Context: an optimization exercise on an open-source flow, tuned for small area. The choices shown serve that exercise and are no tape-out recipe. No activity file was given, so power comes from the tool's default toggle rates.

Design sprite_compositor, start of the top module:
module sprite_compositor
#(
    parameter int unsigned N_SPR   = 8,
    parameter int unsigned ADDR_W  = 13,
    parameter int unsigned ROM_LAT = 1
) (
    input  logic                       clk_vga,
    input  logic                       rst_n,
    input  logic [sprite_pkg::COORD_W-1:0]         x_ptr,
    input  logic [sprite_pkg::COORD_W-1:0]         y_ptr,
    input  logic                       pix_valid,
    input  logic                       frame_start,
    output logic [ADDR_W-1:0]          rom_addr,
    input  logic [7:0]                 rom_data,
    output logic [7:0]                 RGB,
    output logic                       rgb_valid,
    input  logic [N_SPR-1:0]           spr_en,
    input  logic [N_SPR*sprite_pkg::COORD_W-1:0]   spr_x,
    input  logic [N_SPR*sprite_pkg::COORD_W-1:0]   spr_y,
    input  logic [N_SPR*sprite_pkg::COORD_W-1:0]   spr_w,
    input  logic [N_SPR*sprite_pkg::COORD_W-1:0]   spr_h,
    input  logic [N_SPR*ADDR_W-1:0]    spr_base,
    output logic [N_SPR-1:0]           collide
);
Size in the first run: ~840 cells after synthesis, roughly 490 I/O pins.
==> module sprite_compositor, before the edit <==
module sprite_compositor
#(
    parameter int unsigned N_SPR   = 8,
    parameter int unsigned ADDR_W  = 13,
    parameter int unsigned ROM_LAT = 1
) (
    input  logic                       clk_vga,
    input  logic                       rst_n,
    input  logic [sprite_pkg::COORD_W-1:0]         x_ptr,
    input  logic [sprite_pkg::COORD_W-1:0]         y_ptr,
    input  logic                       pix_valid,
    input  logic                       frame_start,
    output logic [ADDR_W-1:0]          rom_addr,
    input  logic [7:0]                 rom_data,
    output logic [7:0]                 RGB,
    output logic                       rgb_valid,
    input  logic [N_SPR-1:0]           spr_en,
    input  logic [N_SPR*sprite_pkg::COORD_W-1:0]   spr_x,
    input  logic [N_SPR*sprite_pkg::COORD_W-1:0]   spr_y,
    input  logic [N_SPR*sprite_pkg::COORD_W-1:0]   spr_w,
    input  logic [N_SPR*sprite_pkg::COORD_W-1:0]   spr_h,
    input  logic [N_SPR*ADDR_W-1:0]    spr_base,
    output logic [N_SPR-1:0]           collide
);
    localparam int unsigned CW = sprite_pkg::COORD_W;
    logic [N_SPR-1:0]  box;      
    logic [CW-1:0]     ndx [N_SPR];
    logic [CW-1:0]     ndy [N_SPR];
    logic [CW-1:0]     nx_ptr, ny_ptr;
    assign nx_ptr = ~x_ptr;
    assign ny_ptr = ~y_ptr;
    for (genvar i = 0; i < N_SPR; i++) begin : g_slot
        sprite_hit_unit u_hit (
            .en    (spr_en[i]),
            .nx_ptr(nx_ptr),
            .ny_ptr(ny_ptr),
            .spr_x (spr_x[i*CW +: CW]),
            .spr_y (spr_y[i*CW +: CW]),
            .spr_w (spr_w[i*CW +: CW]),
            .spr_h (spr_h[i*CW +: CW]),
            .hit   (box[i]),
            .ndx   (ndx[i]),
            .ndy   (ndy[i])
        );
    end
    logic [N_SPR-1:0] hit;
    logic             any_hit;
    logic [N_SPR-1:0] sel;       
    logic             hold;      
    assign hit     = box & {N_SPR{pix_valid}};
    assign any_hit = |hit;
    assign hold    = !any_hit;
    always_comb begin
        for (int i = 0; i < N_SPR; i++) begin
            sel[i] = hit[i];
            for (int j = 0; j < i; j++) sel[i] = sel[i] & !hit[j];
        end
    end
    logic [CW-1:0]     dx_q, ndy_q, w_q;
    logic [ADDR_W-1:0] base_q;
    logic [CW-1:0]     dx_d, ndy_d, w_d;
    logic [ADDR_W-1:0] base_d;
    for (genvar b = 0; b < CW; b++) begin : g_mux_c
        logic [N_SPR-1:0] dxn, dyn, ww;
        for (genvar i = 0; i < N_SPR; i++) begin : g_in
            assign dxn[i] = ndx[i][b];
            assign dyn[i] = ndy[i][b];
            assign ww[i]  = spr_w[i*CW + b];
        end
        sprite_mux8hn u_dx (.sel(sel), .hold(hold), .d(dxn), .y(dx_d[b]));
        sprite_mux8   u_dy (.sel(sel), .d(dyn), .y(ndy_d[b]));
        sprite_mux8   u_w  (.sel(sel), .d(ww),  .y(w_d[b]));
    end
    for (genvar b = 0; b < ADDR_W; b++) begin : g_mux_b
        logic [N_SPR-1:0] bb;
        for (genvar i = 0; i < N_SPR; i++) begin : g_in
            assign bb[i] = spr_base[i*ADDR_W + b];
        end
        sprite_mux8h u_base (.sel(sel), .hold(hold), .d(bb), .q(rom_addr[b]), .y(base_d[b]));
    end
    logic [N_SPR-2:0]  m1_q, m2_q;
    logic              any1_q, any2_q, v1_q, v2_q, fs1_q, fs2_q;
    always_ff @(posedge clk_vga or negedge rst_n) begin
        if (!rst_n) begin
            dx_q   <= '0;
            w_q    <= '0;
            base_q <= '0;
            any1_q <= 1'b0;
            any2_q <= 1'b0;
            v1_q   <= 1'b0;
            v2_q   <= 1'b0;
            fs1_q  <= 1'b0;
            fs2_q  <= 1'b0;
        end else begin
            dx_q   <= dx_d;
            w_q    <= w_d;
            base_q <= base_d;
            any1_q <= any_hit;
            any2_q <= any1_q;
            v1_q   <= pix_valid;
            v2_q   <= v1_q;
            fs1_q  <= frame_start;
            fs2_q  <= fs1_q;
        end
    end
    always_ff @(posedge clk_vga) begin
        ndy_q <= ndy_d;
        m1_q  <= hit[0] ? hit[N_SPR-1:1] : '0;
        m2_q  <= m1_q;
    end
    sprite_addr_tree u_addr (
        .dx   (dx_q),
        .ndy  (ndy_q),
        .w    (w_q),
        .base (base_q),
        .addr (rom_addr)
    );
    logic             opaque;
    logic [N_SPR-2:0] coll_bits;
    logic [N_SPR-2:0] acc_q;
    assign opaque    = rom_data != sprite_pkg::TRANSPARENT;
    assign coll_bits = (opaque && any2_q) ? m2_q : '0;
    assign collide[0] = 1'b0;
    always_ff @(posedge clk_vga or negedge rst_n) begin
        if (!rst_n) begin
            RGB              <= 8'h00;
            rgb_valid        <= 1'b0;
            acc_q            <= '0;
            collide[N_SPR-1:1] <= '0;
        end else begin
            rgb_valid <= v2_q;
            RGB       <= (any2_q && opaque) ? rom_data : sprite_pkg::BG_COLOR;
            if (fs2_q) begin
                collide[N_SPR-1:1] <= acc_q;
                acc_q              <= coll_bits;
            end else begin
                acc_q <= acc_q | coll_bits;
            end
        end
    end
endmodule
clock: 11.0 ns
lec_check: 0
cap_margin: 20
core_margin: 2
core_utilization: 45
gpl_timing_driven: 0
slew_margin: 20
synth_hierarchical: 1
synth_minimum_keep_size: 0
standard.sh (not shown) runs the stock make flow with config.mk's settings and CLKGATE_MAP_FILE= SYNTH_SCRIPT=/design/flow/synth_recipe.tcl, a recipe that flattens the netlist after the stock synthesis.
==> flow/flow/run.sh <==
#!/bin/bash
# Own flow: the standard layout (standard.sh), with these changes:
#  - Yosys's synth skips its early "abc -fast" pass (SYNTH_ARGS=-noabc), so the
#    full-adder extraction sees the adders as written; the final ABC mapping is unchanged.
#  - after synthesis every combinational cell is set to its smallest drive strength
#    (downsize.py); the repair steps of the layout upsize where timing or slew needs it.
#  - every input and output port still gets a buffer, but a small one (buf_1).
#  - clock tree: small clock buffers and no dummy loads.
# Each tool's output goes to a log file in this folder.
set -euo pipefail
RES=orfs/results/sky130hd/sprite_compositor/base
LIB=$FLOW_HOME/platforms/sky130hd/lib/sky130_fd_sc_hd__tt_025C_1v80.lib
ARGS=(
    SYNTH_ARGS=-noabc
    "BUFFER_PORTS_ARGS=-buffer_cell sky130_fd_sc_hd__buf_1"
    "CTS_ARGS=-sink_clustering_enable -repair_clock_nets -dont_use_dummy_load -buf_list sky130_fd_sc_hd__clkbuf_8"
)
bash standard.sh "${ARGS[@]}" synth > flow_synth.log 2>&1
cp $RES/1_2_yosys.v flow_1_2_yosys_orig.v
python3 flow/downsize.py $LIB $RES/1_2_yosys.v > flow_downsize.log 2>&1
rm -f $RES/1_synth.odb $RES/1_synth.sdc
bash standard.sh "${ARGS[@]}" finish > flow_finish.log 2>&1
Other scripts of this flow, unchanged in this note and not shown: flow/flow/downsize.py
Change:
--- a/flow/design.v
+++ b/flow/design.v
@@ -38,8 +38,22 @@
         sprite_maj3 u_ky (.a(ndy[i]), .b(spr_h[i]), .c(ky[i]), .y(ky[i+1]));
     end
     assign hit = en & !cx[CW] & !cy[CW] & kx[CW] & ky[CW];
 endmodule
+module sprite_prio (
+    input  logic [7:0] box,
+    input  logic       pix_valid,
+    output logic [7:0] sel,
+    output logic       hold
+);
+    always_comb begin
+        for (int i = 0; i < 8; i++) begin
+            sel[i] = pix_valid & box[i];
+            for (int j = 0; j < i; j++) sel[i] = sel[i] & !box[j];
+        end
+    end
+    assign hold = !(pix_valid & (|box));
+endmodule
 module sprite_mux8 (
     input  logic [7:0] sel,
     input  logic [7:0] d,
     output logic       y
@@ -145,18 +159,19 @@
         );
     end
     logic [N_SPR-1:0] hit;
     logic             any_hit;
-    logic [N_SPR-1:0] sel;       
-    logic             hold;      
     assign hit     = box & {N_SPR{pix_valid}};
     assign any_hit = |hit;
-    assign hold    = !any_hit;
-    always_comb begin
-        for (int i = 0; i < N_SPR; i++) begin
-            sel[i] = hit[i];
-            for (int j = 0; j < i; j++) sel[i] = sel[i] & !hit[j];
-        end
+    logic [N_SPR-1:0] sel [4];
+    logic             hold [4];
+    for (genvar g = 0; g < 4; g++) begin : g_prio
+        sprite_prio u_prio (
+            .box       (box),
+            .pix_valid (pix_valid),
+            .sel       (sel[g]),
+            .hold      (hold[g])
+        );
     end
     logic [CW-1:0]     dx_q, ndy_q, w_q;
     logic [ADDR_W-1:0] base_q;
     logic [CW-1:0]     dx_d, ndy_d, w_d;
@@ -167,18 +182,19 @@
             assign dxn[i] = ndx[i][b];
             assign dyn[i] = ndy[i][b];
             assign ww[i]  = spr_w[i*CW + b];
         end
-        sprite_mux8hn u_dx (.sel(sel), .hold(hold), .d(dxn), .y(dx_d[b]));
-        sprite_mux8   u_dy (.sel(sel), .d(dyn), .y(ndy_d[b]));
-        sprite_mux8   u_w  (.sel(sel), .d(ww),  .y(w_d[b]));
+        sprite_mux8hn u_dx (.sel(sel[0]), .hold(hold[0]), .d(dxn), .y(dx_d[b]));
+        sprite_mux8   u_dy (.sel(sel[1]), .d(dyn), .y(ndy_d[b]));
+        sprite_mux8   u_w  (.sel(sel[2]), .d(ww),  .y(w_d[b]));
     end
     for (genvar b = 0; b < ADDR_W; b++) begin : g_mux_b
         logic [N_SPR-1:0] bb;
         for (genvar i = 0; i < N_SPR; i++) begin : g_in
             assign bb[i] = spr_base[i*ADDR_W + b];
         end
-        sprite_mux8h u_base (.sel(sel), .hold(hold), .d(bb), .q(rom_addr[b]), .y(base_d[b]));
+        sprite_mux8h u_base (.sel(sel[3]), .hold(hold[3]), .d(bb), .q(rom_addr[b]),
+                             .y(base_d[b]));
     end
     logic [N_SPR-2:0]  m1_q, m2_q;
     logic              any1_q, any2_q, v1_q, v2_q, fs1_q, fs2_q;
     always_ff @(posedge clk_vga or negedge rst_n) begin
The changed run finished with timing, DRC and antenna clean.
Final area barely changes.
Via count went up by 2.5%.
Final cell count went up by 2.3%.
Synthesized cell count went up by about 5%.
Worst hold slack loses 0.026 ns.
Sequential share of layout area stays flat.
Count of clock-buffer cells in the layout stays the same.
Power went down by 0.88%.
Sequential power barely changes.
Fmax went up by about 1.7%.
Utilization went down by 1.7 points.
First-iteration DRC count went down by about 10%.
Global-route usage went down by 0.47 points.
Function was not checked in any run of this note: the RTL went through the layout flow alone.

[re-timing with driven ports]
In the flow no input, the clock included, has a driving cell. The finished layouts below were timed again as built, in two steps. Step 1 assumes that a clkbuf_16 drives the clock port and a buf_2 every other input. Step 2 adds t to the input delays and takes it off the output delays; t is the mean of the earliest and latest rising clock arrival at the registers after step 1. Input paths then give back, and output paths get back, about the clock's delay inside the block. a / b / c = no drivers / after step 1 / after step 2; a / b = the first two.
run | shift t [ns] | setup slack, ns | latest minus earliest clock arrival (ns) | worst register clock-pin slew, ns | cell pins on the clock port's net
the first run | 0.406 | 1.414 / 1.369 / 1.522 | 0.020 / 0.021 | 0.09 / 0.09 | 1
the second run | 0.400 | 1.577 / 1.535 / 1.687 | 0.045 / 0.045 | 0.11 / 0.11 | 1
After both steps setup and hold are still met in every run listed.
